Background: an optimization exercise with open tools, aiming at a short achievable clock period and few clock cycles. Do not read the settings as production practice. Only simulation tests tie the RTL to the original design; equivalence was not proved. The flow treats the clock pin as an ideal source, which a real chip does not have. Power and IR drop assume default switching activity.

<file path="flow/run.sh">
#!/bin/bash
# synth_recipe.tcl (not shown) runs the flow's synth.tcl, then flattens the netlist and writes it again
# the make line also repeats each setting of config.mk as NAME=value (left out here)
make -C /OpenROAD-flow-scripts/flow DESIGN_CONFIG=/design/flow/config.mk WORK_HOME=/design/flow/orfs CLKGATE_MAP_FILE= SYNTH_SCRIPT=/design/flow/synth_recipe.tcl finish
</file>
<file path="flow/config.mk">
export PLATFORM = sky130hd
export DESIGN_NAME = l2_tlb_tag_lookup
export DESIGN_NICKNAME = l2_tlb_tag_lookup
export VERILOG_FILES = /design/flow/design.v
export SDC_FILE = /design/flow/constraint.sdc
export NUM_CORES = 4
export LEC_CHECK = 0
export CAP_MARGIN = 20
export CORE_MARGIN = 8
export CORE_UTILIZATION = 55
export SETUP_SLACK_MARGIN = 3.0
export SLEW_MARGIN = 20
export SYNTH_HIERARCHICAL = 1
export SYNTH_MINIMUM_KEEP_SIZE = 0
export TNS_END_PERCENT = 100
</file>
<file path="flow/constraint.sdc">
create_clock -name core_clock -period 5.5 [get_ports {clk}]
set_input_delay 1.1000 -clock core_clock [delete_from_list [all_inputs] [get_ports {clk}]]
set_output_delay 1.1000 -clock core_clock [all_outputs]
set_load 0.01 [all_outputs]
</file>
<file path="flow/design.v">
`timescale 1ns/1ps
module l2_tlb_xor2 (input logic a, input logic b, output logic y);
    assign y = a ^ b;
endmodule
module l2_tlb_nand2 (input logic a, input logic b, output logic y);
    assign y = ~(a & b);
endmodule
module l2_tlb_nor2 (input logic a, input logic b, output logic y);
    assign y = ~(a | b);
endmodule
module l2_tlb_nand3 (input logic a, input logic b, input logic c, output logic y);
    assign y = ~(a & b & c);
endmodule
module l2_tlb_nor3 (input logic a, input logic b, input logic c, output logic y);
    assign y = ~(a | b | c);
endmodule
module l2_tlb_nand4 (input logic a, input logic b, input logic c, input logic d,
                     output logic y);
    assign y = ~(a & b & c & d);
endmodule
module l2_tlb_nor4 (input logic a, input logic b, input logic c, input logic d,
                    output logic y);
    assign y = ~(a | b | c | d);
endmodule
module l2_tlb_o21ai (input logic a1, input logic a2, input logic b1, output logic y);
    assign y = ~((a1 | a2) & b1);
endmodule
module l2_tlb_entry_match #(
    parameter int TW = 27
) (
    input  logic [TW-1:0] tag,
    input  logic [TW-1:0] req_tag,
    input  logic          valid,
    input  logic          dec,
    output logic          nsel
);
    logic [TW-1:0]   ne;
    logic [TW/3-1:0] eq3;
    logic [TW/9-1:0] neq9;
    logic            eq;
    for (genvar b = 0; b < TW; b++) begin : g_x
        l2_tlb_xor2 u_x (.a(tag[b]), .b(req_tag[b]), .y(ne[b]));
    end
    for (genvar g = 0; g < TW/3; g++) begin : g_e3
        l2_tlb_nor3 u_e (.a(ne[3*g]), .b(ne[3*g+1]), .c(ne[3*g+2]), .y(eq3[g]));
    end
    for (genvar h = 0; h < TW/9; h++) begin : g_n9
        l2_tlb_nand3 u_n (.a(eq3[3*h]), .b(eq3[3*h+1]), .c(eq3[3*h+2]), .y(neq9[h]));
    end
    l2_tlb_nor3  u_all (.a(neq9[0]), .b(neq9[1]), .c(neq9[2]), .y(eq));
    l2_tlb_nand3 u_sel (.a(eq), .b(valid), .c(dec), .y(nsel));
endmodule
module l2_tlb_tag_lookup #(
    parameter  int SETS  = 16,
    parameter  int VPN_W = 31,
    localparam int IW    = $clog2(SETS)
) (
    input  logic             clk,
    input  logic             reset_n,
    input  logic             req_valid,
    output logic             req_ready,
    input  logic [VPN_W-1:0] req_vpn,
    input  logic             req_passthrough,
    input  logic             flush,
    output logic             resp_valid,
    output logic [4:0]       resp_hitsVec,
    output logic             resp_miss,
    output logic [IW-1:0]    resp_idx,
    output logic [3:0]       resp_valid_way,
    output logic             ptw_req_valid,
    input  logic             ptw_req_ready,
    output logic [VPN_W-1:0] ptw_req_vpn,
    input  logic             ptw_resp_valid,
    input  logic             ptw_resp_error,
    output logic             refill_valid,
    output logic [1:0]       refill_way,
    output logic [IW-1:0]    refill_idx
);
    localparam int TW = VPN_W - IW;
    logic [3:0]       valid_q [SETS];
    logic [TW-1:0]    tag_q   [4][SETS];
    logic             flush_q;    
    logic [1:0]       rr_q;
    logic             busy_q;     
    logic             preq_q;     
    logic             wait_q;     
    logic             drop_q;     
    logic             armw_q;     
    logic             allv_q;     
    logic [3:0]       wen_q   [SETS];   
    logic [IW-1:0]    fill_idx_q;
    logic [TW-1:0]    fill_tag_q;
    logic [IW-1:0]    req_idx;
    logic [TW-1:0]    req_tag;
    logic [SETS-1:0]  dec;
    logic [3:0]       veff    [SETS];
    logic [3:0]       nsel    [SETS];
    logic [3:0]       hit4    [4];
    logic [1:0]       nhit8   [4];
    logic [3:0]       hitw;
    logic [1:0]       nany2;
    logic             any_raw;
    logic             nrv;
    logic             nacc_nopt;
    logic             acc_fl;
    logic             nkeep_busy, nkeep_preq, nkeep_miss;
    logic             busy_d, preq_d, resp_miss_d;
    logic [1:0]       vict_s  [SETS];
    logic [3:0]       vict1h  [SETS];
    logic [4:0]       lookup_hits;
    logic [3:0]       set_valid;
    logic [1:0]       victim_way;
    logic             set_allv;
    logic             accept, hs, fill;
    assign req_idx = req_vpn[IW-1:0];
    assign req_tag = req_vpn[VPN_W-1:IW];
    always_comb begin
        for (int s = 0; s < SETS; s++) begin
            veff[s]   = flush_q ? 4'd0 : valid_q[s];
            vict_s[s] = rr_q;
            for (int w = 3; w >= 0; w--)
                if (!valid_q[s][w]) vict_s[s] = 2'(w);
            for (int w = 0; w < 4; w++)
                vict1h[s][w] = flush_q ? (w == 0) : (vict_s[s] == 2'(w));
        end
    end
    for (genvar gs = 0; gs < SETS; gs++) begin : g_set
        for (genvar gw = 0; gw < 4; gw++) begin : g_way
            l2_tlb_entry_match #(.TW(TW)) u_m (
                .tag(tag_q[gw][gs]), .req_tag(req_tag),
                .valid(valid_q[gs][gw]), .dec(dec[gs]),
                .nsel(nsel[gs][gw])
            );
        end
    end
    for (genvar gw = 0; gw < 4; gw++) begin : g_hit
        for (genvar q = 0; q < SETS/4; q++) begin : g_q
            l2_tlb_nand4 u_o (.a(nsel[4*q][gw]), .b(nsel[4*q+1][gw]),
                              .c(nsel[4*q+2][gw]), .d(nsel[4*q+3][gw]),
                              .y(hit4[gw][q]));
        end
        l2_tlb_nor2  u_h0 (.a(hit4[gw][0]), .b(hit4[gw][1]), .y(nhit8[gw][0]));
        l2_tlb_nor2  u_h1 (.a(hit4[gw][2]), .b(hit4[gw][3]), .y(nhit8[gw][1]));
        l2_tlb_nand2 u_h  (.a(nhit8[gw][0]), .b(nhit8[gw][1]), .y(hitw[gw]));
    end
    l2_tlb_nor2  u_a0  (.a(hitw[0]), .b(hitw[1]), .y(nany2[0]));
    l2_tlb_nor2  u_a1  (.a(hitw[2]), .b(hitw[3]), .y(nany2[1]));
    l2_tlb_nand2 u_any (.a(nany2[0]), .b(nany2[1]), .y(any_raw));
    assign nacc_nopt  = !(req_valid && !busy_q && !flush && !req_passthrough);
    assign acc_fl     = !nacc_nopt && flush_q;
    assign nkeep_busy = !((busy_q && !(wait_q && ptw_resp_valid)) || acc_fl);
    assign nkeep_preq = !((preq_q && !ptw_req_ready) || acc_fl);
    assign nkeep_miss = !acc_fl;
    l2_tlb_o21ai u_d_busy (.a1(any_raw), .a2(nacc_nopt), .b1(nkeep_busy), .y(busy_d));
    l2_tlb_o21ai u_d_preq (.a1(any_raw), .a2(nacc_nopt), .b1(nkeep_preq), .y(preq_d));
    l2_tlb_o21ai u_d_miss (.a1(any_raw), .a2(nacc_nopt), .b1(nkeep_miss), .y(resp_miss_d));
    l2_tlb_nor2  u_rdy   (.a(busy_q), .b(flush), .y(req_ready));
    l2_tlb_nand2 u_rv_n  (.a(armw_q), .b(ptw_resp_valid), .y(nrv));
    l2_tlb_nor3  u_rv    (.a(nrv), .b(ptw_resp_error), .c(flush), .y(refill_valid));
    always_comb begin
        for (int s = 0; s < SETS; s++) begin
            dec[s]  = (req_idx == IW'(s));
        end
        set_valid  = '0;
        victim_way = '0;
        set_allv   = 1'b0;
        for (int s = 0; s < SETS; s++) begin
            set_valid  = set_valid | (valid_q[s] & {4{dec[s]}});
            victim_way = victim_way | (vict_s[s] & {2{dec[s]}});
            set_allv   = set_allv | (dec[s] & (&valid_q[s]));
        end
        if (flush_q) begin
            set_valid  = '0;
            victim_way = '0;
            set_allv   = 1'b0;
        end
        for (int w = 0; w < 4; w++)
            lookup_hits[w] = hitw[w] && !req_passthrough && !flush_q;
        lookup_hits[4] = req_passthrough;
    end
    assign accept        = req_valid && !busy_q && !flush;
    assign ptw_req_valid = preq_q;
    assign hs            = preq_q && ptw_req_ready;
    assign fill          = wait_q && !drop_q && ptw_resp_valid && !ptw_resp_error;
    assign refill_idx    = fill_idx_q;
    always_ff @(posedge clk or negedge reset_n) begin
        if (!reset_n) begin
            busy_q         <= 1'b0;
            preq_q         <= 1'b0;
            wait_q         <= 1'b0;
            drop_q         <= 1'b0;
            allv_q         <= 1'b0;
            flush_q        <= 1'b0;
            rr_q           <= 2'd0;
            resp_valid     <= 1'b0;
            resp_miss      <= 1'b0;
            fill_idx_q     <= '0;
            for (int s = 0; s < SETS; s++) wen_q[s] <= '0;
        end else begin
            flush_q    <= flush;
            resp_valid <= accept;
            resp_miss  <= resp_miss_d;
            if (resp_valid) fill_idx_q <= ptw_req_vpn[IW-1:0];
            if (accept) allv_q <= set_allv;
            if (accept)
                for (int s = 0; s < SETS; s++)
                    for (int w = 0; w < 4; w++)
                        wen_q[s][w] <= dec[s] && vict1h[s][w];
            busy_q <= busy_d;
            preq_q <= preq_d;
            drop_q <= (preq_q || wait_q) && (drop_q || flush);
            if (hs)                                   wait_q <= 1'b1;
            else if (ptw_resp_valid)                  wait_q <= 1'b0;
            if (fill && !flush && allv_q)             rr_q <= rr_q + 2'd1;
        end
    end
    always_ff @(posedge clk or negedge reset_n) begin
        if (!reset_n) begin
            for (int s = 0; s < SETS; s++) valid_q[s] <= '0;
        end else begin
            for (int s = 0; s < SETS; s++)
                for (int w = 0; w < 4; w++)
                    valid_q[s][w] <= veff[s][w] || (fill && wen_q[s][w]);
        end
    end
    always_ff @(posedge clk) begin
        resp_hitsVec   <= lookup_hits;
        resp_idx       <= req_idx;
        resp_valid_way <= set_valid;
        if (accept) begin
            ptw_req_vpn <= req_vpn;
            refill_way  <= victim_way;
        end
        if (hs)                           armw_q <= !(drop_q || flush);
        else if (flush || ptw_resp_valid) armw_q <= 1'b0;
    end
    always_ff @(posedge clk) begin
        if (resp_valid) fill_tag_q <= ptw_req_vpn[VPN_W-1:IW];
        for (int s = 0; s < SETS; s++)
            for (int w = 0; w < 4; w++)
                if (fill && wen_q[s][w]) tag_q[w][s] <= fill_tag_q;
    end
endmodule
</file>
==> flow_metrics.py, run 1 <==
metrics = {
    "setup_path": {
        "ff2ff_path_depth": 4,
        "crit_chain": "buf_2",
        "reg2reg_setup_slack_ns": 3.06,
        "critical_path.max_stage_delay_ns": 0.59,
        "reg2reg_from": "wait_q",
        "worstPathArrival_ns": 1.62,
        "critical-path-top-delay-family": "flip-flops",
        "worst_r2r_endpoint": "tag_q[29][25]",
        "end_kind": "output port",
        "critical_path.slowest_cell": "edfxtp_1",
        "critical_path_buf_inv_count": 1,
        "timing.critical_path.fanout_max": 1,
        "required_ns": 4.40,
        "critical_path.startpoint_type": "flip-flop",
        "worstSetupPathType": "flip-flop to output port",
    },
    "grt": {
        "via_count_of_the_first_global_routing_pass": 45582,
        "antenna_violations_before_repair": 13,
        "grt_pass1_wl_mm": 363,
        "grt_max_degree": 76,
        "total_grt_overflow": 0,
        "groute.usage.overall_pct": 31.0,
    },
    "finish": {
        "layout_commonest_cell": "edfxtp_1",
        "fill_cells": 10851,
        "layout_common_cells": "1789 x edfxtp_1, 1726 x xor2_1, 596 x nor3_2",
        "areaGrowthSynthToFinish_pct": 16.6,
        "finalNetCount": 5794,
        "layout-drive-gt1-share_pct": 23.7,
    },
    "route": {
        "detail_route.iter0.violations": 4638,
        "dr_total_vias": 47488,
        "route.final.wire_length_mm": 266,
        "wire_per_inst_um": 33.4,
        "number_of_search_and_repair_iterations_in_the_first_detailed_routing_pass": 5,
        "via_per_inst": 5.97,
        "drc_errors": 0,
        "final_antenna_net_count": 0,
    },
    "timing": {
        "timing.final.hold_violations": 0,
        "final.setup_skew_ns": 0.0363,
        "finalSetupTns_ns": 0,
        "final.hold.worst_slack_ns": 0.254,
        "grt_setup_unrepaired": "true",
        "timing.final.ws_setup_ns": 2.78,
        "setup_viol_count_final": 0,
        "final_max_slew_viol_count": 0,
        "fin_crit_sh_pct": 49.5,
        "max_freq_ghz": 0.367,
        "worst-slew-pin-transition_ns": 1.24,
        "layout_min_cycle_time_ns": 2.72,
        "relative_slew_slack_pct": 17.5,
    },
    "floorplan": {
        "dieArea_mm2": 0.166,
        "die_h_um": 408,
        "die-width_um": 408,
        "placeableCoreArea_mm2": 0.152,
        "core.rowCount": 143,
        "ios": 94,
        "initial_utilization_pct": 55.4,
    },
    "clocking": {
        "htreeDepth": 4,
        "cts-root-buf": "clkbuf_16",
        "cts_num_sinks": 1944,
        "worst_skew_pair.late_latency_ns": 0.84,
        "cts_buffer_depth": 3,
        "cts_tree": "built",
        "clkSlewWorstSetupHoldPaths_ns": 0.06,
        "ctsHoldBuffers": 0,
        "cts_made_buffers": 198,
    },
    "synthesis": {
        "synth_cell_types": 72,
        "yosysSeqAreaShare_pct": 68.2,
        "edff_count_synth": 1789,
        "synth-main-ff-cell": "edfxtp_1",
        "postSynthNetCount": 5294,
        "combinational_family_with_the_most_area_after_synthesis": "XOR/XNOR gates",
        "synth_adder_area_share_pct": 0,
        "synth_area_mm2": 0.0843,
        "postSynthCellCount": 5255,
        "synthSimpleGateAreaFrac_pct": 11.4,
        "synth.avg_cell_area_um2": 16.0,
        "asyncSetResetFlopFracSynth_pct": 7.30,
        "synth_xor_xnor_area_share_pct": 18.0,
        "fraction_of_the_mapped_netlist_area_in_compound_gates_pct": 1.88,
        "synth_warnings": 22,
        "share_of_synthesized_area_spent_on_multiplexers_pct": 0.0653,
        "flops_latches_synth": 1944,
    },
    "outcome": {
        "run_status": "finished clean",
    },
    "pwr": {
        "power-per-cell-area_mw_per_mm2": 327,
        "cellLeakagePower_nw": 35.0,
        "vdd_drop_max_uv": 282,
    },
    "place": {
        "globalplace.congestion": 0.965,
        "buffer_ports.inserted": 93,
        "detailedPlacementHpwl_mm": 141,
        "placement_stage_worst_setup_slack_ns": 1.17,
    },
    "hold_path": {
        "timing.hold.worst.class": "primary input to async pin",
    },
    "flow_run": {
        "cap_violations": 0,
    },
}
through the flow:
stage | std cells | total power, W | utilization, % | cell area (um2)
floorplan | 5255 | 0.0178 | - | 84400
global placement | 7484 | 0.0191 | 58.6 | 89100
detailed placement | 7484 | 0.0191 | 58.6 | 89100
CTS | 7910 | 0.0322 | 64.2 | 97600
global route | 7949 | 0.0329 | 64.7 | 98300
finish | 7952 | 0.0321 | 64.7 | 98400
modules after synthesis (local to each module, per instance), excerpt:
module | cell area (um2) | times used | cells | flops+latches
l2_tlb_nand2 | 3.75 | 6 | 1 | 0
l2_tlb_nand3 | 5.00 | 256 | 1 | 0
l2_tlb_nand4 | 6.26 | 16 | 1 | 0
l2_tlb_nor2 | 3.75 | 11 | 1 | 0
l2_tlb_nor3 | 10.0 | 641 | 1 | 0
l2_tlb_o21ai | 5.00 | 3 | 1 | 0
l2_tlb_tag_lookup | 61300 | 1 | 2594 | 1944
l2_tlb_xor2 | 8.76 | 1728 | 1 | 0
area by class of cell:
class,count,area [um2],share of cell area (%)
flip-flops and latches,1944,57600,58.5
inverters,42,165,0.168
multi-input cells,3223,27100,27.6
well taps,2030,2540,2.58
diodes,4,10.0,0.0102
clock buffers,253,5230,5.32
clock inverters,110,910,0.925
repair buffers,346,4810,4.89
registers in the layout, summed over array words and instances, names as in the netlist:
name            flops
tag_q            1728
valid_q            64
wen_q              64
ptw_req_vpn        31
fill_tag_q         27
resp_hitsVec        5
fill_idx_q          4
resp_idx            4
resp_valid_way      4
refill_way          2
rr_q                2
allv_q              1
armw_q              1
busy_q              1
drop_q              1
flush_q             1
preq_q              1
resp_miss           1
resp_valid          1
wait_q              1
logic make-up after synthesis:
group / count (synthesis)
buf+inv: 88
simple gates: 1262
mux: 5
compound gates: 226
xor+xnor: 1730
flops: 1944
timing repair:
action / 4_1_cts / 5_1_grt
pin swaps: 37 / 68
gates resized for setup: 518 / 86
endpoints found under the setup margin: 1934 / 233
gates cloned: 35 / 7
setup buffers: 28 / 31
synth_stat cells (10+ instances only):
master,n,share of area (%)
edfxtp_1,1789,64
xor2_1,1728,18
nor3_2,641,7.6
nand3_1,289,1.7
dfrtp_1,142,4.2
nand2_1,136,0.61
and2_1,71,0.53
a21o_1,63,0.56
o21ai_0,45,0.27
inv_1,37,0.16
clkbuf_1,33,0.15
nor2_1,31,0.14
nand4_1,26,0.19
o31ai_1,22,0.20
a21oi_1,19,0.11
nor2b_1,16,0.12
nor3_1,14,0.083
dfxtp_1,13,0.31
o22ai_1,10,0.074
o41ai_1,10,0.10
report_power, final:
group	internal [W]	switching, W	leakage (nW)
Combinational	0.000806	0.00192	13.8
Clock	0.00723	0.00569	2.98
Sequential	0.0164	0.0000744	18.2
Total	0.0245	0.00768	35.0
worst max path at each step:
stage	startpoint	to	slack, ns	depth (start not counted)
after floorplan	req_vpn[2]	refill_way[0]	2.80	8
after global placement	req_vpn[1]	allv_q	1.20	8
after detailed placement	req_vpn[1]	allv_q	1.17	8
after CTS	refill_way[1]	refill_way[1]	2.77	1
after global routing	refill_way[1]	refill_way[1]	2.76	1
final	refill_way[1]	refill_way[1]	2.78	1
layer usage:
| layer | global-route usage, % | routed length (um) | vias up |
|---|---|---|---|
| met5 | 0 | 13 | - |
| met4 | 9.62 | 10200 | 2 |
| met3 | 5.60 | 20400 | 382 |
| met2 | 50.5 | 126000 | 1900 |
| met1 | 42.8 | 109000 | 24990 |
| li1 | - | - | 20214 |
Testbench counts, summed over its fixed seeds: cycles 58,847.
==> inputs of run 2 (changes only) <==
--- a/flow/design.v
+++ b/flow/design.v
@@ -196,4 +196,7 @@
             resp_miss      <= 1'b0;
             fill_idx_q     <= '0;
+            ptw_req_vpn    <= '0;
+            refill_way     <= '0;
+            armw_q         <= 1'b0;
             for (int s = 0; s < SETS; s++) wen_q[s] <= '0;
         end else begin
@@ -202,4 +205,10 @@
             resp_miss  <= resp_miss_d;
             if (resp_valid) fill_idx_q <= ptw_req_vpn[IW-1:0];
+            if (accept) begin
+                ptw_req_vpn <= req_vpn;
+                refill_way  <= victim_way;
+            end
+            if (hs)                           armw_q <= !(drop_q || flush);
+            else if (flush || ptw_resp_valid) armw_q <= 1'b0;
             if (accept) allv_q <= set_allv;
             if (accept)
@@ -228,10 +237,4 @@
         resp_idx       <= req_idx;
         resp_valid_way <= set_valid;
-        if (accept) begin
-            ptw_req_vpn <= req_vpn;
-            refill_way  <= victim_way;
-        end
-        if (hs)                           armw_q <= !(drop_q || flush);
-        else if (flush || ptw_resp_valid) armw_q <= 1'b0;
     end
     always_ff @(posedge clk) begin
==> run 2 against run 1 <==
Net effect: combinational power rose by 33%; wire length rose by 4.2%; via count rose by 3.5%.
==> flow_metrics.py, run 2 <==
metrics = {
    "place": {
        "detailedPlacementHpwl_mm": 148,
        "detailed_place.area_mm2": 0.0894,
        "globalplace.congestion": 0.957,
        "dpl.cell_count": 7593,
        "buffer_ports.inserted": 93,
    },
    "synthesis": {
        "synth_warnings": 22,
        "synth-main-ff-cell": "edfxtp_1",
        "postSynthCellCount": 5345,
        "netlist_top_cells_count": "1755 x edfxtp_1, 1728 x xor2_1, 641 x nor3_2",
        "postSynthNetCount": 5384,
        "flops_latches_synth": 1944,
        "post-synth-top-area-fraction_pct": 62.3,
        "synth_top_area_cell": "edfxtp_1",
        "asyncSetResetFlopFracSynth_pct": 9.05,
        "yosys.cell_count.top_type": "edfxtp_1",
        "synth.avg_cell_area_um2": 15.8,
        "yosysSeqAreaShare_pct": 67.8,
        "edff_count_synth": 1755,
        "synth_cell_types": 66,
        "synth_area_mm2": 0.0846,
        "yosys-top-cells-area": "edfxtp_1 62%, xor2_1 18%, nor3_2 7.6%",
    },
    "clocking": {
        "cts_made_buffers": 198,
        "cts_buffer_depth": 3,
        "worst_skew_pair.late_latency_ns": 0.83,
        "ctsHoldBuffers": 0,
        "htreeDepth": 4,
        "cts_num_sinks": 1944,
        "clkSlewWorstSetupHoldPaths_ns": 0.06,
        "cts_tree": "built",
        "cts-root-buf": "clkbuf_16",
    },
    "route": {
        "dr_total_vias": 49153,
        "route.final.wire_length_mm": 277,
        "wire_per_inst_um": 34.3,
        "detail_route.iter0.violations": 5465,
        "number_of_search_and_repair_iterations_in_the_first_detailed_routing_pass": 6,
        "via_per_inst": 6.08,
        "final_antenna_net_count": 0,
        "drc_errors": 0,
    },
    "finish": {
        "register_area_mm2": 0.0574,
        "max_ffs_per_register": 1728,
        "layout_common_cells": "1755 x edfxtp_1, 1728 x xor2_1, 597 x nor3_2",
        "finalNetCount": 5909,
        "top_regs": "tag_q: 1728 flops, valid_q: 64 flops, wen_q: 64 flops",
        "area_occupied_by_multi_input_gates_mm2": 0.0276,
        "areaGrowthSynthToFinish_pct": 16.8,
        "layout_commonest_cell": "edfxtp_1",
        "regMostFlops": "tag_q",
        "fin_area_mm2": 0.0988,
        "finish.cell_count_without_fillers": 8087,
        "layout-drive-gt1-share_pct": 23.9,
        "fill_cells": 11143,
    },
    "timing": {
        "setup_viol_count_final": 0,
        "timing.final.hold_violations": 0,
        "final.setup_skew_ns": 0.0264,
        "final_max_slew_viol_count": 0,
        "relative_slew_slack_pct": 22.3,
        "worst-slew-pin-transition_ns": 1.17,
        "grt_setup_unrepaired": "true",
        "fin_crit_sh_pct": 50.6,
        "layout_min_cycle_time_ns": 2.78,
        "max_freq_ghz": 0.359,
        "finalSetupTns_ns": 0,
    },
    "pwr": {
        "power-per-cell-area_mw_per_mm2": 339,
        "totalPowerFinal_w": 0.0335,
        "vdd_drop_max_uv": 328,
        "cellLeakagePower_nw": 35.5,
    },
    "setup_path": {
        "worstPathArrival_ns": 1.68,
        "timing.critical_path.fanout_max": 6,
        "end_kind": "output port",
        "critical_path.startpoint_type": "primary input",
        "worstSetupPathType": "primary input to output port",
        "required_ns": 4.40,
    },
    "grt": {
        "grt_max_degree": 71,
        "antenna_violations_before_repair": 22,
        "total_grt_overflow": 0,
        "groute.usage.overall_pct": 32.4,
        "via_count_of_the_first_global_routing_pass": 46993,
        "grt_pass1_wl_mm": 378,
    },
    "floorplan": {
        "ios": 94,
        "core.rowCount": 144,
        "initial_utilization_pct": 55.2,
        "die-width_um": 408,
        "die_h_um": 408,
        "dieArea_mm2": 0.167,
        "placeableCoreArea_mm2": 0.153,
    },
    "hold_path": {
        "timing.hold.worst.class": "primary input to async pin",
    },
    "flow_run": {
        "cap_violations": 0,
    },
    "outcome": {
        "run_status": "finished clean",
    },
}
run 2: changes by cell type in the layout (fill, tap and decap cells not counted), sizes merged, moves of 18 or more:
cell    before   now
a22o         1    21
clkinv      88    66
nand2b       9    32
o31ai       22     4
edfxtp    1789  1755
buf        308   339
nand2      138   209
dfrtp      142   176
inv         50    28
clkbuf     262   290
run 2: worst max-delay path, cell delays in order:
cell	delay, ns
buf_12	0.10
buf_8	0.13
nor2_4	0.20
buf_6	0.15
run 2: cell families after synthesis:
family          share of synthesized area, %
compound gates                          1.89
xor+xnor                                17.9
simple gates                            11.8
flops                                   67.8
buf+inv                                0.411
mux                                    0.180
run 2: repair_timing:
item                       CTS  global route
resized for setup          528            49
pin swaps                   48            22
setup endpoints to repair  801            48
setup buffers               35            46
gates cloned                37             3
run 2: per-module statistics from Yosys, one instance, submodules excluded, a selection:
module / cells inside / area [um2] / flip-flops and latches
l2_tlb_nand2: 1 / 3.75 / 0
l2_tlb_xor2: 1 / 8.76 / 0
l2_tlb_nor3: 1 / 10.0 / 0
l2_tlb_nand4: 1 / 6.26 / 0
l2_tlb_tag_lookup: 2684 / 61600 / 1944
l2_tlb_nand3: 1 / 5.00 / 0
l2_tlb_nor2: 1 / 3.75 / 0
run 2: worst paths after layout:
| path | startpoint | end | slack [ns] | cells past startpoint |
|---|---|---|---|---|
| max | flush | req_ready | 2.72 | 4 |
| min | reset_n | ptw_req_vpn[8] | 0.29 | 1 |
| max reg2reg | rr_q[1] | refill_way[1] | 3.08 | 5 |
| max in group asynchronous | reset_n | valid_q[13][1] | 3.99 | 2 |
| min reg2reg | wen_q[14][0] | wen_q[14][0] | 0.47 | 2 |
| min in group core_clock | wen_q[14][0] | wen_q[14][0] | 0.47 | 2 |
run 2: per-layer routing:
| layer | vias up | GRT usage (%) | wire length, um | share of wire, % |
|---|---|---|---|---|
| met2 | 2277 | 51.6 | 129000 | 47 |
| met3 | 402 | 6.82 | 25400 | 9.2 |
| met4 | 2 | 8.73 | 8840 | 3.2 |
| li1 | 20565 | - | - | - |
| met1 | 25907 | 45.6 | 114000 | 41 |
| met5 | - | 0 | 13 | 0.0047 |
run 2: layout make-up:
class | count | share of cell area, %
inverters | 21 | 0.0798
clock inverters | 80 | 0.615
diodes | 7 | 0.0177
well taps | 2044 | 2.59
repair buffers | 376 | 5.02
flip-flops and latches | 1944 | 58.1
multi-input cells | 3329 | 28.0
clock buffers | 286 | 5.64
run 2: power breakdown:
| part | switching, W | internal [W] |
|---|---|---|
| logic | 0.00253 | 0.00108 |
| registers | 0.000186 | 0.0167 |
| clock network | 0.00563 | 0.00735 |
| total | 0.00835 | 0.0251 |
run 2: through the flow:
step / setup WS [ns] / util (%) / hold slack, ns
after CTS: 2.73 / 64.0 / 0.263
after detailed placement: 1.09 / 58.3 / 0.461
final: 2.72 / 64.5 / 0.286
after global placement: 1.07 / 58.3 / 0.449
after global routing: 2.69 / 64.4 / 0.286
after floorplan: 3.03 / - / 0.435
Testbench counts of run 2, summed over its fixed seeds: cycles 58,847.
==> inputs of run 3 (changes only) <==
--- a/flow/config.mk
+++ b/flow/config.mk
@@ -9,4 +9,6 @@
 export CORE_MARGIN = 8
 export CORE_UTILIZATION = 55
+export CTS_CLUSTER_DIAMETER = 100
+export CTS_CLUSTER_SIZE = 30
 export SETUP_SLACK_MARGIN = 3.0
 export SLEW_MARGIN = 20
==> run 3 against run 2 <==
Net effect: still clean; fmax down 1.3%; wire length up 0.45%; first-iteration DRC count up 1.9%; utilization down 2.1 points; hold slack better by 0.058 ns; combinational power about the same; highest routed layer unchanged.
==> flow_metrics.py, run 3 <==
metrics = {
    "finish": {
        "max_ffs_per_register": 1728,
        "finish.utilization_pct": 62.3,
        "area_occupied_by_multi_input_gates_mm2": 0.0278,
        "finish.cell_count_without_fillers": 7879,
        "layout_common_cells": "1755 x edfxtp_1, 1724 x xor2_1, 592 x nor3_2",
        "top_regs": "tag_q: 1728 flops, valid_q: 64 flops, wen_q: 64 flops",
        "register_area_mm2": 0.0574,
        "areaGrowthSynthToFinish_pct": 13.0,
        "finalNetCount": 5831,
        "fill_cells": 11424,
        "layout_commonest_cell": "edfxtp_1",
        "regMostFlops": "tag_q",
        "layout-drive-gt1-share_pct": 22.7,
    },
    "route": {
        "final_antenna_net_count": 0,
        "number_of_search_and_repair_iterations_in_the_first_detailed_routing_pass": 6,
        "dr_total_vias": 48571,
        "drc_errors": 0,
        "route.final.wire_length_mm": 278,
        "wire_per_inst_um": 35.3,
        "detail_route.iter0.violations": 5571,
        "via_per_inst": 6.16,
    },
    "grt": {
        "grt_max_degree": 71,
        "antenna_violations_before_repair": 25,
        "grt_pass1_wl_mm": 377,
        "via_count_of_the_first_global_routing_pass": 45992,
        "groute.usage.overall_pct": 32.3,
        "total_grt_overflow": 0,
    },
    "place": {
        "buffer_ports.inserted": 93,
        "dpl.cell_count": 7593,
        "detailedPlacementHpwl_mm": 148,
        "globalplace.congestion": 0.957,
    },
    "outcome": {
        "run_status": "finished clean",
    },
    "setup_path": {
        "worstSetupPathType": "primary input to output port",
        "end_kind": "output port",
        "reg2reg_setup_slack_ns": 3.02,
        "timing.critical_path.fanout_max": 6,
        "ff2ff_path_depth": 5,
        "worst_r2r_endpoint": "refill_way[1]",
        "worstPathArrival_ns": 1.72,
        "required_ns": 4.40,
        "reg2reg_from": "rr_q[1]",
        "critical_path.startpoint_type": "primary input",
    },
    "floorplan": {
        "dieArea_mm2": 0.167,
        "initial_utilization_pct": 55.2,
        "die-width_um": 408,
        "core.rowCount": 144,
        "die_h_um": 408,
        "ios": 94,
        "placeableCoreArea_mm2": 0.153,
    },
    "synthesis": {
        "postSynthCellCount": 5345,
        "synth_area_mm2": 0.0846,
        "postSynthNetCount": 5384,
        "synth_top_area_cell": "edfxtp_1",
        "synth-main-ff-cell": "edfxtp_1",
        "yosysSeqAreaShare_pct": 67.8,
        "asyncSetResetFlopFracSynth_pct": 9.05,
        "synth_cell_types": 66,
        "edff_count_synth": 1755,
        "synth.avg_cell_area_um2": 15.8,
        "synth_warnings": 22,
        "yosys.cell_count.top_type": "edfxtp_1",
        "flops_latches_synth": 1944,
        "yosys-top-cells-area": "edfxtp_1 62%, xor2_1 18%, nor3_2 7.6%",
        "netlist_top_cells_count": "1755 x edfxtp_1, 1728 x xor2_1, 641 x nor3_2",
        "post-synth-top-area-fraction_pct": 62.3,
    },
    "timing": {
        "fin_crit_sh_pct": 51.3,
        "relative_slew_slack_pct": 23.5,
        "grt_setup_unrepaired": "true",
        "final.hold.worst_slack_ns": 0.343,
        "layout_min_cycle_time_ns": 2.82,
        "timing.final.hold_violations": 0,
        "final_max_slew_viol_count": 0,
        "setup_viol_count_final": 0,
        "max_freq_ghz": 0.354,
        "worst-slew-pin-transition_ns": 1.15,
        "final.setup_skew_ns": 0.0368,
        "finalSetupTns_ns": 0,
    },
    "pwr": {
        "vdd_drop_max_uv": 313,
        "seq_power_share_pct": 61.2,
        "sw_frac_of_total_pct": 26.2,
        "cellLeakagePower_nw": 33.9,
        "total_switching_power_w": 0.00721,
        "clock_power_share_pct": 25.7,
        "internal-power_w": 0.0203,
        "totalPowerFinal_w": 0.0275,
        "comb_power_share_pct": 13.1,
        "power-per-cell-area_mw_per_mm2": 288,
    },
    "clocking": {
        "cts_num_sinks": 1944,
        "clkSlewWorstSetupHoldPaths_ns": 0.11,
        "worst_skew_pair.late_latency_ns": 0.73,
        "ctsHoldBuffers": 0,
        "cts-root-buf": "clkbuf_16",
        "htreeDepth": 3,
        "cts_made_buffers": 75,
        "cts_buffer_depth": 3,
        "cts_tree": "built",
    },
    "hold_path": {
        "timing.hold.worst.class": "primary input to async pin",
    },
    "flow_run": {
        "cap_violations": 0,
    },
}
==> run 3: cell counts after synthesis <==
Identical to the previous run, type by type.
==> run 3: worst max-delay path by stage <==
stage                          start   endpoint
after floorplan           req_vpn[0]     busy_q
after global placement    req_vpn[0]     preq_q
after detailed placement  req_vpn[0]     busy_q
after CTS                      flush  req_ready
after global routing           flush  req_ready
final                          flush  req_ready
==> run 3: cell type report <==
class | instances | share of cell area (%)
Inverter | 21 | 0.0825
Timing Repair Buffer | 421 | 5.89
Tap cell | 2044 | 2.68
Clock buffer | 106 | 2.09
Multi-Input combinational cell | 3329 | 29.1
Clock inverter | 7 | 0.0733
Sequential cell | 1944 | 60.1
Antenna cell | 7 | 0.0183
==> run 3: critical path: stages <==
cell and delay [ns]:
buf_12 0.10, buf_8 0.13, nor2_4 0.23, buf_6 0.15
==> run 3: cell families after synthesis <==
| logic type | count (synthesis) | synth area share [%] |
|---|---|---|
| XOR/XNOR | 1730 | 17.9 |
| AO/OA/AOI/OAI | 229 | 1.89 |
| buffers and inverters | 72 | 0.411 |
| flip-flops | 1944 | 67.8 |
| multiplexers | 13 | 0.180 |
| AND/OR/NAND/NOR | 1357 | 11.8 |
==> run 3: metrics by stage <==
step	area, um2	setup slack [ns]
CTS	94800	2.73
finish	95600	2.68
detailed placement	89400	1.09
floorplan	84700	3.03
global placement	89400	1.07
global route	95500	2.69
==> run 3: routing by layer <==
metal	part of all wire (%)	global-route usage (%)	up-vias
met5	0.0097	0	-
met4	3.1	8.75	4
met3	9.4	6.38	319
met2	46	50.8	2204
met1	42	46.5	25816
li1	-	-	20228
==> run 3: power by group through the flow <==
stage / clock (W) / combinational, W / sequential (W)
global placement: 0 / 0.00310 / 0.0172
global route: 0.00758 / 0.00373 / 0.0169
finish: 0.00708 / 0.00362 / 0.0168
CTS: 0.00715 / 0.00351 / 0.0168
floorplan: 0 / 0.000899 / 0.0174
detailed placement: 0 / 0.00312 / 0.0172
==> run 3: per-module statistics from Yosys, one instance, submodules excluded, a selection <==
module	cells	times used	area, um2	flip-flops and latches
l2_tlb_o21ai	1	3	5.00	0
l2_tlb_xor2	1	1728	8.76	0
l2_tlb_nor3	1	641	10.0	0
l2_tlb_nand2	1	6	3.75	0
l2_tlb_nand4	1	16	6.26	0
l2_tlb_nand3	1	256	5.00	0
l2_tlb_nor2	1	11	3.75	0
l2_tlb_tag_lookup	2684	1	61600	1944
==> run 3: what timing repair did <==
item                                    in CTS  in global routing
endpoints found under the setup margin    1516                 90
endpoints found under the hold margin        0                  0
pin swaps                                   83                 40
buffers inserted                            58                 60
gates resized for setup                    533                 55
gates cloned                                44                  4
==> inputs of run 4 (changes only) <==
==> flow/flow/run.sh (new file) <==
#!/bin/bash
# Layout flow: the standard ORFS flow (standard.sh, with the standard
# synthesis unchanged) plus two ORFS step hooks:
#   flow/io.tcl       before pin placement: keeps the ports of the short
#                     port-to-port control paths next to each other;
#   flow/post_cts.tcl after CTS: upsizes the port buffers and the gates
#                     that drive output buffers, then repairs setup again.
# Each tool's output is in synth.log / layout.log here and in orfs/logs/.
set -euo pipefail
here=$(pwd)
export PRE_IO_PLACEMENT_TCL=$here/flow/io.tcl
export POST_CTS_TCL=$here/flow/post_cts.tcl
bash standard.sh synth > synth.log 2>&1
bash standard.sh finish > layout.log 2>&1
==> flow/flow/io.tcl (new file) <==
# Run before pin placement (PRE_IO_PLACEMENT_TCL): keep together the ports
# of the short port-to-port and flop-to-port control paths (req_ready from
# flush, refill_valid from ptw_resp_valid/ptw_resp_error/flush).
set_io_pin_constraint -group -order -pin_names {req_valid req_ready flush ptw_resp_valid ptw_resp_error refill_valid ptw_req_ready ptw_req_valid}
==> flow/flow/post_cts.tcl (new file) <==
# Run after ORFS's CTS step (POST_CTS_TCL): upsize the port buffers and the
# gates between ports, which the timing repair leaves at small drive
# strengths, then repair setup once more and legalise.

proc my_cell_of_pin {pin} {
  return [$pin instance]
}

# Upsize a cell to the given drive strength if it is weaker.
proc my_upsize {inst strength} {
  set master [$inst getMaster]
  set name [$master getName]
  if {![regexp {^(sky130_fd_sc_hd__[a-z0-9]+)_([0-9]+)$} $name -> base drive]} { return }
  if {$drive >= $strength} { return }
  set new "${base}_${strength}"
  if {[[ord::get_db] findMaster $new] eq "NULL"} { return }
  puts "upsize [$inst getName]: $name -> $new"
  replace_cell [get_cells [$inst getName]] $new
}

set block [ord::get_db_block]
foreach bterm [$block getBTerms] {
  set pname [$bterm getName]
  if {$pname eq "clk"} { continue }
  set net [$bterm getNet]
  if {$net eq "NULL"} { continue }
  foreach iterm [$net getITerms] {
    set inst [$iterm getInst]
    set mname [[$inst getMaster] getName]
    if {[string match "sky130_fd_sc_hd__buf_*" $mname]} {
      if {[$bterm getIoType] eq "INPUT"} {
        my_upsize $inst 8
      } else {
        my_upsize $inst 6
        # and the gate that drives the output buffer
        set in_net [[$inst findITerm A] getNet]
        set drv [$in_net getFirstOutput]
        if {$drv ne "NULL"} {
          set dinst [$drv getInst]
          if {![[$dinst getMaster] isSequential]} { my_upsize $dinst 4 }
        }
      }
    }
  }
}

log_cmd estimate_parasitics -placement
repair_timing_helper
set result [catch { detailed_placement } msg]
if { $result != 0 } { error "Detailed placement failed after port upsizing: $msg" }
check_placement -verbose
log_cmd estimate_parasitics -placement
report_worst_slack -max
==> flow/standard.sh (new file) <==
#!/bin/bash
# synth_recipe.tcl (not shown) runs the flow's synth.tcl, then flattens the netlist and writes it again
# the make line also repeats each setting of config.mk as NAME=value (left out here)
make -C /OpenROAD-flow-scripts/flow DESIGN_CONFIG=/design/flow/config.mk WORK_HOME=/design/flow/orfs CLKGATE_MAP_FILE= SYNTH_SCRIPT=/design/flow/synth_recipe.tcl "${@:-finish}"
--- a/flow/config.mk
+++ b/flow/config.mk
@@ -9,6 +9,4 @@
 export CORE_MARGIN = 8
 export CORE_UTILIZATION = 55
-export CTS_CLUSTER_DIAMETER = 100
-export CTS_CLUSTER_SIZE = 30
 export SETUP_SLACK_MARGIN = 3.0
 export SLEW_MARGIN = 20
removed: flow/run.sh
==> run 4 against run 3 <==
Net effect: synthesized cell count unchanged; register-to-register slack about the same; die area unchanged; cell area grew 3.3%; via count about the same; fmax rose by 7.7%; clock skew fell by 0.0063 ns; critical path depth down 1; final cell count rose by 2.4%.
==> flow_metrics.py, run 4 <==
metrics = {
    "route": {
        "via_per_inst": 6.02,
        "drc_errors": 0,
        "final_antenna_net_count": 0,
        "number_of_search_and_repair_iterations_in_the_first_detailed_routing_pass": 5,
        "detail_route.iter0.violations": 5394,
        "route.final.wire_length_mm": 267,
        "dr_total_vias": 48550,
        "wire_per_inst_um": 33.0,
    },
    "timing": {
        "setup_viol_count_final": 0,
        "finalSetupTns_ns": 0,
        "worst-slew-pin-transition_ns": 1.22,
        "layout_min_cycle_time_ns": 2.62,
        "timing.final.hold_violations": 0,
        "final_max_slew_viol_count": 0,
        "relative_slew_slack_pct": 18.6,
        "max_freq_ghz": 0.382,
        "grt_setup_unrepaired": "true",
        "fin_crit_sh_pct": 47.6,
        "final.setup_skew_ns": 0.0305,
    },
    "grt": {
        "via_count_of_the_first_global_routing_pass": 46137,
        "groute.usage.overall_pct": 30.6,
        "total_grt_overflow": 0,
        "grt_max_degree": 72,
        "antenna_violations_before_repair": 15,
        "grt_pass1_wl_mm": 362,
    },
    "place": {
        "detailedPlacementHpwl_mm": 143,
        "detailed_place.area_mm2": 0.0894,
        "buffer_ports.inserted": 93,
        "dpl.cell_count": 7579,
        "globalplace.congestion": 0.991,
    },
    "outcome": {
        "run_status": "finished clean",
    },
    "synthesis": {
        "flops_latches_synth": 1944,
        "post-synth-top-area-fraction_pct": 62.3,
        "synth-main-ff-cell": "edfxtp_1",
        "synth_warnings": 22,
        "postSynthCellCount": 5345,
        "synthSimpleGateAreaFrac_pct": 11.8,
        "yosys.cell_count.top_type": "edfxtp_1",
        "asyncSetResetFlopFracSynth_pct": 9.05,
        "combinational_family_with_the_most_area_after_synthesis": "XOR/XNOR gates",
        "synth.avg_cell_area_um2": 15.8,
        "synth_cell_types": 66,
        "share_of_synthesized_area_spent_on_multiplexers_pct": 0.180,
        "yosysSeqAreaShare_pct": 67.8,
        "synth_area_mm2": 0.0846,
        "netlist_top_cells_count": "1755 x edfxtp_1, 1728 x xor2_1, 641 x nor3_2",
        "edff_count_synth": 1755,
        "synth_top_area_cell": "edfxtp_1",
        "synth_adder_area_share_pct": 0,
        "postSynthNetCount": 5384,
        "synth_xor_xnor_area_share_pct": 17.9,
        "yosys-top-cells-area": "edfxtp_1 62%, xor2_1 18%, nor3_2 7.6%",
        "fraction_of_the_mapped_netlist_area_in_compound_gates_pct": 1.89,
    },
    "setup_path": {
        "critical_path.startpoint_type": "primary input",
        "critical_path.slowest_cell": "nor3_4",
        "end_kind": "output port",
        "crit_chain": "buf_8, nor3_4, buf_6",
        "critical-path-top-delay-family": "buffers and inverters",
        "critical_path.max_stage_delay_ns": 0.18,
        "worstSetupPathType": "primary input to output port",
        "critical_path_buf_inv_count": 2,
        "worstPathArrival_ns": 1.52,
        "timing.critical_path.fanout_max": 8,
        "required_ns": 4.40,
    },
    "clocking": {
        "cts_num_sinks": 1944,
        "clkSlewWorstSetupHoldPaths_ns": 0.06,
        "cts_tree": "built",
        "worst_skew_pair.late_latency_ns": 0.82,
    },
    "pwr": {
        "seq_power_share_pct": 50.9,
        "comb_power_share_pct": 10.7,
        "total_switching_power_w": 0.00823,
        "power-per-cell-area_mw_per_mm2": 336,
        "internal-power_w": 0.0249,
        "clock_power_share_pct": 38.4,
        "sw_frac_of_total_pct": 24.8,
        "vdd_drop_max_uv": 355,
        "cellLeakagePower_nw": 35.3,
    },
    "finish": {
        "regMostFlops": "tag_q",
        "fill_cells": 11063,
        "layout_common_cells": "1755 x edfxtp_1, 1724 x xor2_1, 596 x nor3_2",
        "fin_area_mm2": 0.0987,
        "finish.cell_count_without_fillers": 8070,
        "max_ffs_per_register": 1728,
        "areaGrowthSynthToFinish_pct": 16.7,
        "layout_commonest_cell": "edfxtp_1",
        "layout-drive-gt1-share_pct": 23.6,
        "finalNetCount": 5892,
        "top_regs": "tag_q: 1728 flops, valid_q: 64 flops, wen_q: 64 flops",
    },
    "flow_run": {
        "cap_violations": 0,
    },
    "floorplan": {
        "initial_utilization_pct": 55.2,
        "die-width_um": 408,
        "ios": 94,
        "core.rowCount": 144,
        "dieArea_mm2": 0.167,
        "placeableCoreArea_mm2": 0.153,
        "die_h_um": 408,
    },
    "hold_path": {
        "timing.hold.worst.class": "primary input to async pin",
    },
}
-- run 4: changes by cell type in the layout (fill, tap and decap cells not counted), sizes merged --
cell           change
clkbuf           +184
clkinv            +69
buf               -51
bufbuf             -7
bufinv             +5
clkdlybuf4s15      -5
dlygate4sd2        -5
clkdlybuf4s50      +1
clkinvlp           +1
diode              -1
-- run 4: cell type report --
class	instances	area [um2]	share of cell area, %
flip-flops and latches	1944	57400	58.1
multi-input cells	3329	27700	28.0
clock buffers	285	5450	5.52
repair buffers	359	4970	5.04
well taps	2044	2560	2.59
clock inverters	82	571	0.578
inverters	21	78.8	0.0798
diodes	6	15.0	0.0152
-- run 4: layer usage --
metal	vias up	share of wire [%]	GRT usage [%]
met1	25549	43	45.0
met4	0	3.3	8.81
met3	376	7.7	4.36
li1	20536	-	-
met2	2089	46	48.0
met5	-	0	0
-- run 4: stage by stage --
stage	utilization [%]	hold WS [ns]	setup slack [ns]	total power, W
after floorplan	-	0.435	3.03	0.0183
after global placement	58.3	0.455	0.911	0.0201
after detailed placement	58.3	0.452	0.936	0.0202
after global routing	64.4	0.303	2.84	0.0340
final	64.4	0.278	2.88	0.0332
-- run 4: final timing paths --
check	depth (start not counted)	slack, ns	start	endpoint
worst max register to register	7	3.01	busy_q	wen_q[7][3]
min in group core_clock	1	0.44	flush	flush_q
worst min register to register	2	0.47	wen_q[5][0]	wen_q[5][0]
max in group asynchronous	2	4.00	reset_n	valid_q[14][1]
worst min-delay path	1	0.28	reset_n	ptw_req_vpn[16]
worst max-delay path	3	2.88	flush	refill_valid
-- run 4: logic make-up (layout without fill, tap and decap cells) --
kind of cell,Yosys count,count (layout)
simple gates,1357,1357
compound gates,229,229
flops,1944,1944
other cells,0,6
xor+xnor,1730,1730
buf+inv,72,747
mux,13,13
-- run 4: Yosys stat by module, one instance, submodules excluded, a selection --
| module | copies in the design | cells |
|---|---|---|
| l2_tlb_nor3 | 641 | 1 |
| l2_tlb_nor2 | 11 | 1 |
| l2_tlb_nand3 | 256 | 1 |
| l2_tlb_xor2 | 1728 | 1 |
| l2_tlb_tag_lookup | 1 | 2684 |
| l2_tlb_o21ai | 3 | 1 |
| l2_tlb_nand2 | 6 | 1 |
| l2_tlb_nand4 | 16 | 1 |
-- run 4: power by group through the flow --
stage	registers, W	clock network, W	logic [W]
finish	0.0169	0.0127	0.00354
global route	0.0169	0.0134	0.00368
detailed placement	0.0172	0	0.00300
global placement	0.0172	0	0.00297
floorplan	0.0174	0	0.000899
==> inputs of run 5 (changes only) <==
--- a/flow/design.v
+++ b/flow/design.v
@@ -83,4 +83,5 @@
     logic [1:0]       rr_q;
     logic             busy_q;     
+    logic             busy_rdy_q;   
     logic             preq_q;     
     logic             wait_q;     
@@ -105,5 +106,5 @@
     logic             acc_fl;
     logic             nkeep_busy, nkeep_preq, nkeep_miss;
-    logic             busy_d, preq_d, resp_miss_d;
+    logic             busy_d, busy_rdy_d, preq_d, resp_miss_d;
     logic [1:0]       vict_s  [SETS];
     logic [3:0]       vict1h  [SETS];
@@ -153,7 +154,8 @@
     assign nkeep_miss = !acc_fl;
     l2_tlb_o21ai u_d_busy (.a1(any_raw), .a2(nacc_nopt), .b1(nkeep_busy), .y(busy_d));
+    l2_tlb_o21ai u_d_brdy (.a1(any_raw), .a2(nacc_nopt), .b1(nkeep_busy), .y(busy_rdy_d));
     l2_tlb_o21ai u_d_preq (.a1(any_raw), .a2(nacc_nopt), .b1(nkeep_preq), .y(preq_d));
     l2_tlb_o21ai u_d_miss (.a1(any_raw), .a2(nacc_nopt), .b1(nkeep_miss), .y(resp_miss_d));
-    l2_tlb_nor2  u_rdy   (.a(busy_q), .b(flush), .y(req_ready));
+    l2_tlb_nor2  u_rdy   (.a(busy_rdy_q), .b(flush), .y(req_ready));
     l2_tlb_nand2 u_rv_n  (.a(armw_q), .b(ptw_resp_valid), .y(nrv));
     l2_tlb_nor3  u_rv    (.a(nrv), .b(ptw_resp_error), .c(flush), .y(refill_valid));
@@ -187,4 +189,5 @@
         if (!reset_n) begin
             busy_q         <= 1'b0;
+            busy_rdy_q     <= 1'b0;
             preq_q         <= 1'b0;
             wait_q         <= 1'b0;
@@ -209,6 +212,5 @@
                 refill_way  <= victim_way;
             end
-            if (hs)                           armw_q <= !(drop_q || flush);
-            else if (flush || ptw_resp_valid) armw_q <= 1'b0;
+            armw_q <= (hs || (wait_q && !ptw_resp_valid)) && !drop_q && !flush;
             if (accept) allv_q <= set_allv;
             if (accept)
@@ -216,5 +218,6 @@
                     for (int w = 0; w < 4; w++)
                         wen_q[s][w] <= dec[s] && vict1h[s][w];
-            busy_q <= busy_d;
+            busy_q     <= busy_d;
+            busy_rdy_q <= busy_rdy_d;
             preq_q <= preq_d;
             drop_q <= (preq_q || wait_q) && (drop_q || flush);
==> run 5 against run 4 <==
Net effect: still clean on timing, DRC and antenna; clock power about the same; cell area up 0.70%; hold slack worse by 0.0036 ns; largest power group unchanged.
==> flow_metrics.py, run 5 <==
metrics = {
    "setup_path": {
        "crit_chain": "buf_16, buf_6, xor2_2, nor3_2, nand3_2, nor3_4, nand3_2, nand4_1, nor2_1, nand2_1, nor2_1, nand2_2, o21ai_1",
        "critical_path.slowest_cell": "nor3_4",
        "critical_path.max_stage_delay_ns": 0.49,
        "timing.critical_path.fanout_max": 8,
        "end_kind": "flip-flop",
        "worstPathArrival_ns": 3.32,
        "critical-path-top-delay-family": "simple AND/OR/NAND/NOR gates",
        "critical_path_buf_inv_count": 2,
        "worstSetupPathType": "primary input to flip-flop",
        "critical_path.startpoint_type": "primary input",
        "required_ns": 6.17,
    },
    "synthesis": {
        "netlist_top_cells_count": "1755 x edfxtp_1, 1728 x xor2_1, 642 x nor3_2",
        "asyncSetResetFlopFracSynth_pct": 9.10,
        "flops_latches_synth": 1945,
        "yosysSeqAreaShare_pct": 67.8,
        "postSynthCellCount": 5356,
        "synth_warnings": 22,
        "yosys-top-cells-area": "edfxtp_1 62%, xor2_1 18%, nor3_2 7.6%",
        "synth_area_mm2": 0.0846,
        "synth-main-ff-cell": "edfxtp_1",
        "yosys.cell_count.top_type": "edfxtp_1",
        "postSynthNetCount": 5395,
        "synth.avg_cell_area_um2": 15.8,
        "post-synth-top-area-fraction_pct": 62.3,
        "synth_cell_types": 59,
        "edff_count_synth": 1755,
        "synth_top_area_cell": "edfxtp_1",
    },
    "grt": {
        "use_met3_pct": 5.99,
        "total_grt_overflow": 0,
        "groute.usage.overall_pct": 32.8,
        "grt_util_met1_pct": 46.8,
        "via_count_of_the_first_global_routing_pass": 47026,
        "grt_max_degree": 80,
        "grt_pass1_wl_mm": 382,
        "globalRouteMet2Util_pct": 51.7,
        "grt.busiest_layer": "met2",
        "antenna_violations_before_repair": 28,
    },
    "timing": {
        "relative_slew_slack_pct": 28.4,
        "grt_setup_unrepaired": "true",
        "timing.final.hold_violations": 0,
        "final_max_slew_viol_count": 0,
        "max_freq_ghz": 0.377,
        "worst-slew-pin-transition_ns": 1.07,
        "final.hold.worst_slack_ns": 0.274,
        "layout_min_cycle_time_ns": 2.65,
        "final.setup_skew_ns": 0.0256,
        "finalSetupTns_ns": 0,
        "fin_crit_sh_pct": 48.2,
        "setup_viol_count_final": 0,
    },
    "finish": {
        "areaGrowthSynthToFinish_pct": 17.4,
        "max_ffs_per_register": 1728,
        "finalNetCount": 5933,
        "register_area_mm2": 0.0574,
        "finish.cell_count_without_fillers": 8111,
        "layout_common_cells": "1755 x edfxtp_1, 1724 x xor2_1, 598 x nor3_2",
        "fin_area_mm2": 0.0994,
        "layout_commonest_cell": "edfxtp_1",
        "regMostFlops": "tag_q",
        "layout-drive-gt1-share_pct": 23.9,
        "fill_cells": 11166,
        "top_regs": "tag_q: 1728 flops, valid_q: 64 flops, wen_q: 64 flops",
        "area_occupied_by_multi_input_gates_mm2": 0.0278,
    },
    "pwr": {
        "vdd_drop_max_uv": 322,
        "power-per-cell-area_mw_per_mm2": 337,
        "cellLeakagePower_nw": 35.6,
    },
    "floorplan": {
        "dieArea_mm2": 0.167,
        "core.rowCount": 144,
        "ios": 94,
        "die_h_um": 408,
        "initial_utilization_pct": 55.1,
        "placeableCoreArea_mm2": 0.154,
        "die-width_um": 408,
    },
    "route": {
        "wire_per_inst_um": 34.3,
        "detail_route.iter0.violations": 5950,
        "via_per_inst": 6.09,
        "dr_total_vias": 49402,
        "final_antenna_net_count": 0,
        "number_of_search_and_repair_iterations_in_the_first_detailed_routing_pass": 6,
        "route.final.wire_length_mm": 279,
        "drc_errors": 0,
    },
    "clocking": {
        "worst_skew_pair.late_latency_ns": 0.81,
        "cts_tree": "built",
        "clkSlewWorstSetupHoldPaths_ns": 0.06,
        "cts_num_sinks": 1945,
    },
    "hold_path": {
        "timing.hold.worst.class": "primary input to async pin",
    },
    "place": {
        "buffer_ports.inserted": 93,
        "detailedPlacementHpwl_mm": 147,
        "globalplace.congestion": 0.949,
        "dpl.cell_count": 7604,
        "detailed_place.area_mm2": 0.0896,
    },
    "outcome": {
        "run_status": "finished clean",
    },
    "flow_run": {
        "cap_violations": 0,
    },
}
==> run 5: cell types whose count changed in the layout (fill, tap and decap cells not counted), moves of 9 or more <==
cell and change:
and2_2 -25, and2_4 +25, clkbuf_1 -17, buf_4 +16, clkinv_1 +13, nand3_1 -13
a21o_1 +12, clkbuf_16 -12, buf_16 +11, buf_12 +9, nand4_1 +9
==> run 5: area by class of cell <==
| class | instances | area share [%] |
|---|---|---|
| clock inverters | 104 | 0.768 |
| well taps | 2044 | 2.57 |
| diodes | 4 | 0.0101 |
| clock buffers | 265 | 5.36 |
| multi-input cells | 3337 | 27.9 |
| flip-flops and latches | 1945 | 57.8 |
| repair buffers | 386 | 5.49 |
| inverters | 26 | 0.106 |
==> run 5: per-module statistics from Yosys (local to each module, per instance), a selection <==
module / cells inside / times used
l2_tlb_nand2: 1 / 6
l2_tlb_nand3: 1 / 256
l2_tlb_nand4: 1 / 16
l2_tlb_nor3: 1 / 641
l2_tlb_o21ai: 1 / 4
l2_tlb_xor2: 1 / 1728
==> run 5: through the flow <==
step	power (W)	utilization [%]	setup slack, ns
finish	0.0335	64.8	2.85
global route	0.0343	64.7	2.84
detailed placement	0.0203	58.4	1.27
global placement	0.0203	58.4	1.27
floorplan	0.0184	-	2.89
==> run 5: power by group <==
| part | total [W] | internal, W | leakage [nW] | switching [W] |
|---|---|---|---|---|
| registers | 0.0169 | 0.0167 | 18.3 | 0.000215 |
| clock network | 0.0129 | 0.00721 | 2.98 | 0.00566 |
| logic | 0.00371 | 0.00118 | 14.4 | 0.00253 |
==> run 5: worst paths after layout <==
kind | startpoint | endpoint | slack [ns] | cells after the start
min in group core_clock | fill_tag_q[19] | tag_q[6][19] | 0.47 | 0
max | req_vpn[17] | preq_q | 2.85 | 13
max reg2reg | rr_q[1] | refill_way[1] | 3.00 | 5
min reg2reg | fill_tag_q[19] | tag_q[6][19] | 0.47 | 0
max in group asynchronous | reset_n | refill_way[1] | 4.03 | 2
min | reset_n | ptw_req_vpn[19] | 0.27 | 1
==> run 5: kinds of logic after synthesis <==
logic type | Yosys count | synth area share, %
AND/OR/NAND/NOR | 1352 | 11.8
XOR/XNOR | 1730 | 17.9
buffers and inverters | 74 | 0.384
flip-flops | 1945 | 67.8
multiplexers | 11 | 0.140
AO/OA/AOI/OAI | 244 | 2.00
==> run 5: layer usage <==
| metal | part of all wire, % | up-vias |
|---|---|---|
| met1 | 41 | 26028 |
| met3 | 8.9 | 419 |
| met5 | 0.015 | - |
| met2 | 47 | 2323 |
| met4 | 3.3 | 6 |
| li1 | - | 20626 |
Testbench counts of run 5, summed over its fixed seeds: cycles 58,847.
==> inputs of run 6 (changes only) <==
--- a/flow/design.v
+++ b/flow/design.v
@@ -208,11 +208,11 @@
             resp_miss  <= resp_miss_d;
             if (resp_valid) fill_idx_q <= ptw_req_vpn[IW-1:0];
-            if (accept) begin
+            if (!busy_q) begin
                 ptw_req_vpn <= req_vpn;
                 refill_way  <= victim_way;
             end
             armw_q <= (hs || (wait_q && !ptw_resp_valid)) && !drop_q && !flush;
-            if (accept) allv_q <= set_allv;
-            if (accept)
+            if (!busy_q) allv_q <= set_allv;
+            if (!busy_q)
                 for (int s = 0; s < SETS; s++)
                     for (int w = 0; w < 4; w++)
==> run 6 against run 5 <==
Net effect: still clean; wire length is 0.90% higher; synthesized area decreased by 0.13%; combinational power increased by 8.1%; largest cell class unchanged; highest routed layer unchanged.
==> flow_metrics.py, run 6 <==
metrics = {
    "outcome": {
        "run_status": "finished clean",
    },
    "floorplan": {
        "dieArea_mm2": 0.166,
        "core.rowCount": 144,
        "ios": 94,
        "initial_utilization_pct": 55.1,
        "die_h_um": 408,
        "die-width_um": 408,
        "placeableCoreArea_mm2": 0.153,
    },
    "finish": {
        "max_ffs_per_register": 1728,
        "register_area_mm2": 0.0575,
        "layout-drive-gt1-share_pct": 27.1,
        "area_occupied_by_multi_input_gates_mm2": 0.0278,
        "finalNetCount": 5959,
        "layout_commonest_cell": "edfxtp_1",
        "top_regs": "tag_q: 1728 flops, valid_q: 64 flops, wen_q: 64 flops",
        "areaGrowthSynthToFinish_pct": 19.3,
        "regMostFlops": "tag_q",
        "fill_cells": 10803,
        "layout_common_cells": "1755 x edfxtp_1, 1725 x xor2_1, 589 x nor3_2",
    },
    "grt": {
        "globalRouteMet2Util_pct": 52.1,
        "total_grt_overflow": 0,
        "antenna_violations_before_repair": 23,
        "grt_max_degree": 73,
        "groute.usage.overall_pct": 32.6,
        "use_met3_pct": 5.82,
        "grt_util_met1_pct": 45.2,
        "grt.busiest_layer": "met2",
        "via_count_of_the_first_global_routing_pass": 46615,
        "grt_pass1_wl_mm": 379,
    },
    "setup_path": {
        "reg2reg_from": "wait_q",
        "crit_chain": "buf_12, nor3_4, buf_6",
        "worstSetupPathType": "primary input to output port",
        "timing.critical_path.from": "flush",
        "critical_path.max_stage_delay_ns": 0.19,
        "reg2reg_setup_slack_ns": 3.01,
        "required_ns": 4.40,
        "critical_path.slowest_cell": "nor3_4",
        "ff2ff_path_depth": 4,
        "worst_r2r_endpoint": "tag_q[57][4]",
        "critical_path.startpoint_type": "primary input",
        "worstPathArrival_ns": 1.53,
        "timing.critical_path.fanout_max": 4,
        "end_kind": "output port",
        "setup.worst_path.end": "refill_valid",
    },
    "route": {
        "wire_per_inst_um": 34.5,
        "via_per_inst": 6.02,
        "route.final.wire_length_mm": 281,
        "final_antenna_net_count": 0,
        "number_of_search_and_repair_iterations_in_the_first_detailed_routing_pass": 7,
        "dr_total_vias": 48979,
        "detail_route.iter0.violations": 5052,
        "drc_errors": 0,
    },
    "timing": {
        "timing.final.hold_violations": 0,
        "setup_viol_count_final": 0,
        "fin_crit_sh_pct": 47.8,
        "final.setup_skew_ns": 0.0310,
        "relative_slew_slack_pct": 21.0,
        "final_max_slew_viol_count": 0,
        "layout_min_cycle_time_ns": 2.63,
        "finalSetupTns_ns": 0,
        "worst-slew-pin-transition_ns": 1.19,
        "grt_setup_unrepaired": "true",
        "max_freq_ghz": 0.380,
    },
    "synthesis": {
        "netlist_top_cells_count": "1755 x edfxtp_1, 1728 x xor2_1, 641 x nor3_2",
        "flops_latches_synth": 1945,
        "postSynthNetCount": 5313,
        "post-synth-top-area-fraction_pct": 62.3,
        "edff_count_synth": 1755,
        "synth.avg_cell_area_um2": 16.0,
        "asyncSetResetFlopFracSynth_pct": 9.10,
        "synth_area_mm2": 0.0845,
        "postSynthCellCount": 5274,
        "synth_top_area_cell": "edfxtp_1",
        "synth-main-ff-cell": "edfxtp_1",
        "yosys-top-cells-area": "edfxtp_1 62%, xor2_1 18%, nor3_2 7.6%",
        "yosys.cell_count.top_type": "edfxtp_1",
        "yosysSeqAreaShare_pct": 67.9,
        "synth_warnings": 22,
        "synth_cell_types": 60,
    },
    "place": {
        "globalplace.congestion": 1.01,
        "buffer_ports.inserted": 93,
        "detailedPlacementHpwl_mm": 151,
    },
    "hold_path": {
        "timing.hold.worst.class": "primary input to async pin",
    },
    "pwr": {
        "totalPowerFinal_w": 0.0344,
        "cellLeakagePower_nw": 36.3,
        "vdd_drop_max_uv": 327,
        "power-per-cell-area_mw_per_mm2": 341,
    },
    "clocking": {
        "cts_num_sinks": 1945,
        "cts_tree": "built",
        "clkSlewWorstSetupHoldPaths_ns": 0.06,
        "worst_skew_pair.late_latency_ns": 0.83,
    },
    "flow_run": {
        "cap_violations": 0,
    },
}
run 6: worst min-delay path by stage:
stage | endpoint | slack (ns)
after detailed placement | fill_tag_q[4] | 0.45
after global routing | ptw_req_vpn[24] | 0.27
final | ptw_req_vpn[24] | 0.25
after global placement | fill_tag_q[4] | 0.45
after floorplan | wen_q[13][0] | 0.44
run 6: Yosys stat by module, one instance, submodules excluded, a selection:
module | flops+latches | cells inside | area [um2] | copies in the design
l2_tlb_o21ai | 0 | 1 | 5.00 | 4
l2_tlb_nand2 | 0 | 1 | 3.75 | 6
l2_tlb_nor3 | 0 | 1 | 10.0 | 641
l2_tlb_tag_lookup | 1945 | 2612 | 61500 | 1
l2_tlb_nor2 | 0 | 1 | 3.75 | 11
l2_tlb_xor2 | 0 | 1 | 8.76 | 1728
run 6: cell type report:
class                      count  share of cell area (%)
timing repair buffer         492                    6.42
inverter                      28                   0.108
multi-input combinational   3255                    27.6
tap                         2044                    2.54
antenna                        5                  0.0124
clock inverter                94                   0.825
sequential                  1945                    57.0
clock buffer                 273                    5.52
run 6: critical path, delay by kind of cell:
family                 cells  cell delay, ns
buffers and inverters      2            0.24
and+or+nand+nor            1            0.19
run 6: report_power, final:
group / switching [W] / internal (W) / total (W) / leakage, nW
Combinational: 0.00266 / 0.00136 / 0.00401 / 14.9
Clock: 0.00566 / 0.00766 / 0.0133 / 3.12
Sequential: 0.000294 / 0.0167 / 0.0170 / 18.2
run 6: metrics by stage:
stage / setup WS, ns / util (%) / hold WS [ns] / std cells / instance area [um2]
finish: 2.87 / 65.8 / 0.252 / 8136 / 101000
global route: 2.85 / 65.8 / 0.265 / 8131 / 101000
detailed placement: 1.19 / 58.5 / 0.453 / 7555 / 89800
global placement: 1.16 / 58.5 / 0.449 / 7555 / 89800
floorplan: 2.94 / - / 0.438 / 5274 / 84700
run 6: cells by family (layout without fill, tap and decap cells):
kind of cell	count (synthesis)	in the layout	synth area share, %
AOI/OAI and AO/OA	246	246	2.01
DFF	1945	1945	67.9
buffers and inverters	74	887	0.355
xor gates and xnor gates	1730	1730	17.9
other	0	5	0
and+or+nand+nor	1231	1231	11.2
muxes	48	48	0.622
run 6: per-layer routing:
metal | wire (um) | part of all wire (%)
met1 | 114000 | 41
met4 | 11300 | 4.0
met2 | 132000 | 47
met5 | 42 | 0.015
met3 | 23200 | 8.3
Testbench counts of run 6, summed over its fixed seeds: cycles 58,847.

separate check: timing with driven ports:
The flow's constraints put no driver on any port. The routed layouts listed below were extracted and timed again, unchanged, in two steps.
Step 1, drivers: a clkbuf_16 drives clk and a buf_2 each remaining input, both assumed.
Step 2 adds t to the input delays and takes it off the output delays; t is the mean of the earliest and latest rising clock arrival at the registers after step 1. Input paths then give back, and output paths get back, about the clock's delay inside the block.
Slacks: ideal / step 1 / step 2; pairs: ideal / step 1.
run | t (ns) | setup slack, ns | latest minus earliest clock arrival (ns) | worst slew at a driven data input, ns | cell pins on the clock port's net
run 1 | 0.895 | 2.778 / 2.683 / 1.788 | 0.038 / 0.038 | 0.47 | 1
run 2 | 0.897 | 2.716 / 2.664 / 1.768 | 0.027 / 0.027 | 0.47 | 1
run 3 | 0.804 | 2.679 / 2.631 / 1.839 | 0.037 / 0.037 | 0.49 | 1
run 4 | 0.905 | 2.880 / 2.725 / 1.820 | 0.035 / 0.035 | 0.48 | 1
run 5 | 0.882 | 2.851 / 2.563 / 1.681 | 0.028 / 0.028 | 0.47 | 1
run 6 | 0.896 | 2.869 / 2.692 / 1.796 | 0.032 / 0.032 | 0.44 | 1
After both steps setup and hold are still met in every run listed. For run 5, which loses most, drivers alone change the setup slack by -0.288 ns; drivers and shift together by -1.170 ns.
